Source: an optimization exercise on an open RTL-to-GDS flow (aim: small area, a short achievable clock period and few clock cycles). Production flows keep margins and buffers that such runs may drop.
In this exercise RTL edits were held to simulation tests only and were not proved equivalent to the original.
No activity file was given, so power comes from the tool's default toggle rates.

==> flow/design.v <==
`default_nettype none
package mcs51_pkg;
  localparam int IRAM_SIZE_DEFAULT = 128;
  localparam logic [7:0] SFR_SP  = 8'h81;
  localparam logic [7:0] SFR_PSW = 8'hD0;
  localparam logic [7:0] SFR_ACC = 8'hE0;
  localparam logic [7:0] SFR_B   = 8'hF0;
  localparam logic [7:0] SP_RESET = 8'h07;
  localparam logic [3:0] EA_PASS = 4'd0;
  localparam logic [3:0] EA_ADD  = 4'd1;
  localparam logic [3:0] EA_ADDC = 4'd2;
  localparam logic [3:0] EA_SUBB = 4'd3;
  localparam logic [3:0] EA_AND  = 4'd4;
  localparam logic [3:0] EA_OR   = 4'd5;
  localparam logic [3:0] EA_XOR  = 4'd6;
  localparam logic [3:0] EA_INC  = 4'd7;
  localparam logic [3:0] EA_DEC  = 4'd8;
  localparam logic [3:0] EA_CPL  = 4'd9;
  localparam logic [3:0] EA_CLR  = 4'd10;
  localparam logic [3:0] EA_CLRC = 4'd11;
  localparam logic [3:0] EA_SETC = 4'd12;
  localparam logic [1:0] ES_IMM = 2'd0;
  localparam logic [1:0] ES_MEM = 2'd1;
  localparam logic [1:0] ES_ACC = 2'd2;
  localparam logic [1:0] ED_NONE = 2'd0;
  localparam logic [1:0] ED_ACC  = 2'd1;
  localparam logic [1:0] ED_MEM  = 2'd2;
endpackage
`default_nettype wire
`timescale 1ns/1ps
`default_nettype none
import mcs51_pkg::*;
module mcs51_core #(
  parameter int IRAM_SIZE = mcs51_pkg::IRAM_SIZE_DEFAULT
) (
  input  logic        clk,
  input  logic        reset_n,
  output logic [15:0] code_addr,
  input  logic [7:0]  code_rdata,
  output logic [7:0]  sfr_raddr,
  input  logic [7:0]  sfr_rdata,
  output logic [7:0]  sfr_waddr,
  output logic [7:0]  sfr_wdata,
  output logic        sfr_we
);
  localparam logic [1:0] F_OPC = 2'd0;
  localparam logic [1:0] F_B1  = 2'd1;
  localparam logic [1:0] F_B2  = 2'd2;
  logic [7:0] iram [128];
  logic [7:0] acc;
  logic [7:1] psw;       
  logic [7:0] b_reg;
  logic [7:0] sp_reg;
  logic [15:0] pc;
  logic [1:0]  fst;
  logic [7:0]  f_opc;
  logic [7:0]  f_op1;
  logic        e_v;
  logic [3:0]  e_alu;
  logic [1:0]  e_src;
  logic [1:0]  e_dst;
  logic [7:0]  e_imm;
  logic [7:0]  raddr;    
  assign code_addr = pc;
  assign sfr_raddr = raddr;
  function automatic logic [1:0] op_length(input logic [7:0] op);
    casez (op)
      8'h02, 8'h75:
        op_length = 2'd3;
      8'h74, 8'hE5, 8'hF5, 8'h24, 8'h34, 8'h94, 8'h54, 8'h44, 8'h64,
      8'h80, 8'h40, 8'h50, 8'h60, 8'h70, 8'b0111_1???, 8'b1101_1???:
        op_length = 2'd2;
      default:
        op_length = 2'd1;
    endcase
  endfunction
  function automatic logic [8:0] exec_ctl(input logic [7:0] op);
    casez (op)
      8'h04:        exec_ctl = {1'b1, EA_INC,  ES_ACC, ED_ACC};
      8'b0000_1???: exec_ctl = {1'b1, EA_INC,  ES_MEM, ED_MEM};
      8'h14:        exec_ctl = {1'b1, EA_DEC,  ES_ACC, ED_ACC};
      8'h24:        exec_ctl = {1'b1, EA_ADD,  ES_IMM, ED_ACC};
      8'b0010_1???: exec_ctl = {1'b1, EA_ADD,  ES_MEM, ED_ACC};
      8'h34:        exec_ctl = {1'b1, EA_ADDC, ES_IMM, ED_ACC};
      8'b0011_1???: exec_ctl = {1'b1, EA_ADDC, ES_MEM, ED_ACC};
      8'h44:        exec_ctl = {1'b1, EA_OR,   ES_IMM, ED_ACC};
      8'b0100_1???: exec_ctl = {1'b1, EA_OR,   ES_MEM, ED_ACC};
      8'h54:        exec_ctl = {1'b1, EA_AND,  ES_IMM, ED_ACC};
      8'b0101_1???: exec_ctl = {1'b1, EA_AND,  ES_MEM, ED_ACC};
      8'h64:        exec_ctl = {1'b1, EA_XOR,  ES_IMM, ED_ACC};
      8'b0110_1???: exec_ctl = {1'b1, EA_XOR,  ES_MEM, ED_ACC};
      8'h74:        exec_ctl = {1'b1, EA_PASS, ES_IMM, ED_ACC};
      8'h75:        exec_ctl = {1'b1, EA_PASS, ES_IMM, ED_MEM};
      8'b0111_1???: exec_ctl = {1'b1, EA_PASS, ES_IMM, ED_MEM};
      8'h94:        exec_ctl = {1'b1, EA_SUBB, ES_IMM, ED_ACC};
      8'b1001_1???: exec_ctl = {1'b1, EA_SUBB, ES_MEM, ED_ACC};
      8'hC3:        exec_ctl = {1'b1, EA_CLRC, ES_ACC, ED_NONE};
      8'hD3:        exec_ctl = {1'b1, EA_SETC, ES_ACC, ED_NONE};
      8'b1101_1???: exec_ctl = {1'b1, EA_DEC,  ES_MEM, ED_MEM};
      8'hE4:        exec_ctl = {1'b1, EA_CLR,  ES_ACC, ED_ACC};
      8'hE5:        exec_ctl = {1'b1, EA_PASS, ES_MEM, ED_ACC};
      8'b1110_1???: exec_ctl = {1'b1, EA_PASS, ES_MEM, ED_ACC};
      8'hF4:        exec_ctl = {1'b1, EA_CPL,  ES_ACC, ED_ACC};
      8'hF5:        exec_ctl = {1'b1, EA_PASS, ES_ACC, ED_MEM};
      8'b1111_1???: exec_ctl = {1'b1, EA_PASS, ES_ACC, ED_MEM};
      default:      exec_ctl = {1'b0, EA_PASS, ES_ACC, ED_NONE};
    endcase
  endfunction
  function automatic logic is_ext_sfr(input logic [7:0] a);
    is_ext_sfr = a[7] && (a != SFR_SP) && (a != SFR_PSW) && (a != SFR_ACC) && (a != SFR_B);
  endfunction
  logic [7:0] iram_rd;
  logic [7:0] mem_rd;
  logic [7:0] x;
  logic [7:0] res;
  logic       cy_in;
  logic [7:0] addend;
  logic [4:0] sum_lo;
  logic [4:0] sum_hi;
  logic       is_sub;
  logic       acc_par;
  assign iram_rd = iram[raddr[6:0]];
  assign acc_par = ^acc;
  always_comb begin
    if (!raddr[7]) begin
      mem_rd = iram_rd;
    end else begin
      case (raddr)
        SFR_ACC: mem_rd = acc;
        SFR_B:   mem_rd = b_reg;
        SFR_PSW: mem_rd = {psw, acc_par};
        SFR_SP:  mem_rd = sp_reg;
        default: mem_rd = sfr_rdata;
      endcase
    end
  end
  always_comb begin
    case (e_src)
      ES_IMM:  x = e_imm;
      ES_MEM:  x = mem_rd;
      default: x = acc;
    endcase
  end
  assign is_sub = (e_alu == EA_SUBB);
  assign addend = is_sub ? ~x : x;
  always_comb begin
    case (e_alu)
      EA_ADDC: cy_in = psw[7];
      EA_SUBB: cy_in = !psw[7];
      default: cy_in = 1'b0;
    endcase
  end
  assign sum_lo = {1'b0, acc[3:0]} + {1'b0, addend[3:0]} + {4'd0, cy_in};
  assign sum_hi = {1'b0, acc[7:4]} + {1'b0, addend[7:4]} + {4'd0, sum_lo[4]};
  always_comb begin
    case (e_alu)
      EA_ADD, EA_ADDC, EA_SUBB: res = {sum_hi[3:0], sum_lo[3:0]};
      EA_AND:  res = acc & x;
      EA_OR:   res = acc | x;
      EA_XOR:  res = acc ^ x;
      EA_INC:  res = x + 8'd1;
      EA_DEC:  res = x - 8'd1;
      EA_CPL:  res = ~x;
      EA_CLR:  res = 8'h00;
      default: res = x;
    endcase
  end
  logic e_wr_mem;
  logic e_wr_iram;
  logic e_flags;
  assign e_wr_mem  = e_v && (e_dst == ED_MEM);
  assign e_wr_iram = e_wr_mem && !raddr[7];
  assign e_flags   = e_v && ((e_alu == EA_ADD) || (e_alu == EA_ADDC) || (e_alu == EA_SUBB));
  always_ff @(posedge clk) begin
    if (e_wr_iram) iram[raddr[6:0]] <= res;
  end
  always_ff @(posedge clk or negedge reset_n) begin
    if (!reset_n) begin
      acc    <= 8'h00;
      psw    <= 7'h00;
      b_reg  <= 8'h00;
      sp_reg <= SP_RESET;
    end else begin
      if ((e_v && (e_dst == ED_ACC)) || (e_wr_mem && (raddr == SFR_ACC))) acc <= res;
      if (e_wr_mem && (raddr == SFR_B)) b_reg <= res;
      if (e_wr_mem && (raddr == SFR_SP)) sp_reg <= res;
      if (e_wr_mem && (raddr == SFR_PSW)) begin
        psw <= res[7:1];
      end else begin
        if (e_flags) begin
          psw[7] <= is_sub ? !sum_hi[4] : sum_hi[4];
          psw[6] <= is_sub ? !sum_lo[4] : sum_lo[4];
          psw[2] <= (acc[7] == addend[7]) && (res[7] != acc[7]);
        end
        if (e_v && (e_alu == EA_CLRC)) psw[7] <= 1'b0;
        if (e_v && (e_alu == EA_SETC)) psw[7] <= 1'b1;
      end
    end
  end
  logic [1:0] bank_fwd;
  always_comb begin
    bank_fwd = psw[4:3];
    if (e_wr_mem && (raddr == SFR_PSW)) bank_fwd = (e_src == ES_IMM) ? e_imm[4:3] : acc[4:3];
  end
  logic [7:0]  dop;
  logic [1:0]  len;
  logic [8:0]  ctl;
  logic [15:0] pc_inc;
  logic [15:0] pc_rel;
  logic        taken;
  logic        is_rn2;
  assign dop    = (fst == F_OPC) ? code_rdata : f_opc;
  assign len    = op_length(dop);
  assign ctl    = exec_ctl(dop);
  assign pc_inc = pc + 16'd1;
  assign pc_rel = pc_inc + {{8{code_rdata[7]}}, code_rdata};
  assign is_rn2 = (f_opc[7:3] == 5'b0111_1) || (f_opc[7:3] == 5'b1101_1);
  always_comb begin
    case (f_opc)
      8'h80:   taken = 1'b1;
      8'h40:   taken = psw[7];
      8'h50:   taken = !psw[7];
      8'h60:   taken = (acc == 8'h00);
      8'h70:   taken = (acc != 8'h00);
      default: taken = (f_opc[7:3] == 5'b1101_1) && (iram_rd != 8'h01);  
    endcase
  end
  logic issue;
  always_comb begin
    case (fst)
      F_OPC:   issue = (len == 2'd1);
      F_B1:    issue = (len == 2'd2);
      default: issue = 1'b1;
    endcase
  end
  always_ff @(posedge clk or negedge reset_n) begin
    if (!reset_n) begin
      pc        <= 16'h0000;
      fst       <= F_OPC;
      f_opc     <= 8'h00;
      f_op1     <= 8'h00;
      e_v       <= 1'b0;
      e_alu     <= EA_PASS;
      e_src     <= ES_ACC;
      e_dst     <= ED_NONE;
      e_imm     <= 8'h00;
      raddr     <= 8'h00;
      sfr_we    <= 1'b0;
      sfr_waddr <= 8'h00;
      sfr_wdata <= 8'h00;
    end else begin
      sfr_we <= 1'b0;
      e_v    <= issue && ctl[8];
      if (issue) begin
        e_alu <= ctl[7:4];
        e_src <= ctl[3:2];
        e_dst <= ctl[1:0];
        e_imm <= code_rdata;
      end
      pc <= pc_inc;
      case (fst)
        F_OPC: begin
          f_opc <= code_rdata;
          raddr <= {3'b000, bank_fwd, code_rdata[2:0]};
          if (len != 2'd1) fst <= F_B1;
        end
        F_B1: begin
          f_op1 <= code_rdata;
          if (!is_rn2) raddr <= code_rdata;
          if (len == 2'd3) fst <= F_B2;
          else fst <= F_OPC;
          if (taken) pc <= pc_rel;
          if (f_opc == 8'hF5 && is_ext_sfr(code_rdata)) begin
            sfr_we    <= 1'b1;
            sfr_waddr <= code_rdata;
            sfr_wdata <= acc;
          end
        end
        default: begin
          fst <= F_OPC;
          if (f_opc == 8'h02) pc <= {f_op1, code_rdata};
          if (f_opc == 8'h75 && is_ext_sfr(f_op1)) begin
            sfr_we    <= 1'b1;
            sfr_waddr <= f_op1;
            sfr_wdata <= code_rdata;
          end
        end
      endcase
    end
  end
endmodule
`default_nettype wire
==> flow/run.sh <==
#!/bin/bash
# synth_recipe.tcl (not shown) runs the flow's synth.tcl, then flattens the netlist and writes it again
# the make line also repeats each setting of config.mk as NAME=value (left out here)
make -C /OpenROAD-flow-scripts/flow DESIGN_CONFIG=/design/flow/config.mk WORK_HOME=/design/flow/orfs CLKGATE_MAP_FILE= SYNTH_SCRIPT=/design/flow/synth_recipe.tcl finish
==> flow/config.mk <==
export PLATFORM = sky130hd
export DESIGN_NAME = mcs51_core
export DESIGN_NICKNAME = mcs51_core
export VERILOG_FILES = /design/flow/design.v
export SDC_FILE = /design/flow/constraint.sdc
export NUM_CORES = 4
export LEC_CHECK = 0
export CAP_MARGIN = 20
export CORE_MARGIN = 2
export CORE_UTILIZATION = 40
export SLEW_MARGIN = 20
==> flow/constraint.sdc <==
create_clock -name core_clock -period 10.0 [get_ports {clk}]
set_input_delay 2.0000 -clock core_clock [delete_from_list [all_inputs] [get_ports {clk}]]
set_output_delay 2.0000 -clock core_clock [all_outputs]
set_load 0.01 [all_outputs]
==> run notes <==
- NumNets Final: 2799
- Switching Fraction: 0.311
- Synth Flop Type: edfxtp_1
- Hold_sp: sfr_waddr[7]
- Internal power: slightly above 0.01 W
- Routed Antenna Nets: 0
- Layout Cells excl Fill: ~4.4k
- DR vias: 25.4k
- Worst Max-Slew Pin Slew: about 1.1 ns
- Comb pwr share: 0.237
- Share of cells above drive strength 1: 0.217
- Setup CP Type: register to register
- Detailed Place HPWL: 75500 um
- Layout fillers: 9871
- Register area share after synthesis: 0.702
- Max_cap viols: 0
- Final-report setup violation count: 0
- Clock latency (worst-skew pair): 0.71 ns
- First-pass GRT wire length: 177000 um
- Clock tree buffer depth: 3
- WL final: 119000 um
- Clock sinks: 1131
- Startpoint types: register
- Min Tclk post-route: 8.14 ns
- Routed len/inst: between 20 and 30 um
- Mapped Area: 47600 um^2
- Final worst path period share: 0.814
- Max FFs per register: 1024
- Yosys cell types: 70
- Clk_skew: slightly below 0.05 ns
- Hold Crit Class: register to register
- RSZ-0062 raised after global routing: false
- Num rows: between 100 and 150
- Max-slew headroom: 0.237
- Count leader, synth: edfxtp_1
- Syn nets: 2706
- Switching power: approximately 0.0046 W
- Initial DRT Pass Iterations: 7
- Max VDD drop: 0.292 mV
- Die outline height: approximately 350 um
- Initial antenna violation count: 1
- Outcome: complete, no violations
- IO Port Bufs: 58
- Leakage: 17.7 nW
- Final setup TNS: 0 ns
- GPL Wtd Cong: 0.862
- Pre-CTS setup slack: approximately 1.8 ns
- Synth cell count leaders: 1024 x edfxtp_1, 320 x mux4_2, 229 x nor2_1, 133 x nand2_1, 103 x dfrtp_1
- I/O Pins: 59
- Fin worst setup slack: 1.86 ns
- R2r startpoint: raddr[0]
- Aggregate global-route resource usage: 0.196
- Fmax: 0.123 GHz
- Post-Syn Instances: about 2.6k
- DR DRC count: 0
- Initial DRC count: between 2k and 3k
- Largest net degree at the start of global routing: 129
- Pins over their slew limit: 0
- Fin Hold WS: approximately 0.47 ns
- Synth area leaders: edfxtp_1 65%, mux4_2 15%, dfrtp_1 5.4%
- Critical Path RT: 10.42 ns
- GR Overflow Total: 0
- Core Region: 118000 um^2
- Clock slew at reported path FFs: 0.06 ns
- Clock power frac: 0.296
- CTS tree: done
- Via density: 5.82
- CTS Root Cell: clkbuf_16
- Syn Area/Cell: around 18 um^2
- Die area: 122000 um^2
- Hold_buf cts: 0
- Post-CTS Resized: 0
- Effective utilization at floorplan: 0.403
- FF+latch count, synth: around 1.1k
- Post-CTS Setup Inserts: 0
- Post-synth top area share: 0.646
- Hold Fails Final Rpt: 0
- Post-synth EDFFs: 1024
- Ant. Diodes: 0
- Crit path max fanout: 109
- Post-synth top area cell: edfxtp_1
- Placed Cells: 4147
- Synthesis-to-finish area growth: 13.3%
- Vias in the first global route: 25.8k
- Power per cell area: 276 nW/um^2
- Worst Path Arrival: between 8 and 9 ns
- Setup crit start: raddr[0]
- CP Capture Type: register
- Die W: about 350 um
- Post-synth ARST share: 0.0946
- H-tree depth: 3
- Share of total power in sequential cells: 0.467
- TritonCTS Buffers: about 110
- Ys Warns: 1
-- worst max-delay path: stages, from the launching register on --
cell      delay (ns)
dfrtp_4         0.96
buf_12          0.40
mux4_2          0.57
mux4_2          0.51
mux4_2          0.59
mux2_2          0.33
nor2_1          0.12
a311oi_1        0.06
a21o_1          0.17
mux2i_1         0.43
xnor2_1         0.12
ha_1            0.34
a21o_1          0.14
a21o_1          0.17
fa_1            0.22
inv_1           0.07
fa_1            0.50
nor2_1          0.05
a21o_1          0.18
a221oi_1        0.27
nor2_1          0.10
a211oi_2        0.53
inv_6           0.43
buf_4           0.37
-- worst paths after layout --
path | end | slack (ns) | depth (start not counted)
setup / recovery | iram[100][5] | 1.86 | 23
min in group asynchronous | pc[13] | 1.36 | 1
hold reg to reg | sfr_waddr[7] | 0.47 | 1
setup reg to reg | iram[100][5] | 1.86 | 23
hold / removal | sfr_waddr[7] | 0.47 | 1
max in group asynchronous | raddr[2] | 7.28 | 2
-- through the flow --
stage                     total power (W)  instance area, um^2   util
after CTS                          0.0150                53900  0.457
after global routing               0.0155                53900  0.457
final                              0.0149                53900  0.457
after floorplan                   0.00916                47600      -
after detailed placement           0.0106                50000  0.423
after global placement             0.0104                50000  0.423
-- layer usage --
metal / vias up / GRT usage / routed length (um)
met1: 13500 / 0.271 / 49100
met5: - / 0 / 0
met4: 0 / 0.0451 / 2430
met3: 163 / 0.0298 / 7900
met2: 957 / 0.329 / 59800
li1: 10800 / - / -
-- logic make-up (layout without fill, tap and decap cells) --
logic type               after synthesis  count (layout)  synth area share
AO/OA/AOI/OAI                        294             294            0.0403
XOR/XNOR                              47              47           0.00865
adder cells (fa/ha/maj)               54              54            0.0151
buffers and inverters                204             396            0.0195
flip-flops                          1131            1131             0.702
multiplexers                         385             385             0.166
AND/OR/NAND/NOR                      519             519            0.0484
-- layout by cell type, fill, tap and decap left out, drive strengths merged, types with 10 or more instances in the layout --
cell	count
nand2	133
nand2b	13
ha	48
a21oi	79
clkdlybuf4s50	57
a211oi	14
a22oi	29
xnor2	30
a21o	19
bufinv	18
clkbuf	137
a22o	13
nand4	13
nor2b	14
o22ai	10
o21ai	65
dfrtp	103
buf	62
nor3	28
edfxtp	1024
xor2	17
mux2i	45
inv	60
mux4	320
clkinv	56
nor2	229
mux2	20
nor4	11
nand3	37
-- power by group through the flow --
stage	clock, W	combinational [W]	sequential (W)
after global placement	0	0.00336	0.00705
after CTS	0.00448	0.00354	0.00696
after global routing	0.00467	0.00387	0.00698
after detailed placement	0	0.00353	0.00706
after floorplan	0	0.00211	0.00705
final	0.00441	0.00354	0.00696
-- cell type report --
cell class	count	area (um^2)	area share
well taps	1536	1920	0.0356
clock buffers	137	2990	0.0554
inverters	62	258	0.00478
clock inverters	78	920	0.0170
flip-flops and latches	1131	33400	0.620
multi-input cells	1299	13300	0.246
repair buffers	119	1110	0.0206
Testbench counts, summed over its fixed seeds: cycles 39,534.

==> static timing again, ports no longer ideal <==
In the flow no input, the clock included, has a driving cell. The finished layout below was timed again as built, in two steps. Step 1: set_driving_cell puts a clkbuf_16 on clk and a buf_2 on each other input, an assumption about the parent block. Step 2 moves the port delays by t, midway between the first and last clock arrival at a register: inputs arrive t later, outputs are due t later. That takes back most of the time a late clock gives input paths. Three values: ideal ports, drivers, drivers and shift; two values: the first two.
t, ns: 0.752
setup slack, ns: 1.856 / 1.856 / 1.856
worst setup path after step 2: register to register
slew at the worst register clock pin (ns): 0.07 / 0.07
cell pins on the clock port's net: 1
After both steps setup and hold are still met in this run. The setup slack of this run moves by 0.000 ns with the drivers and by 0.000 ns with both steps.
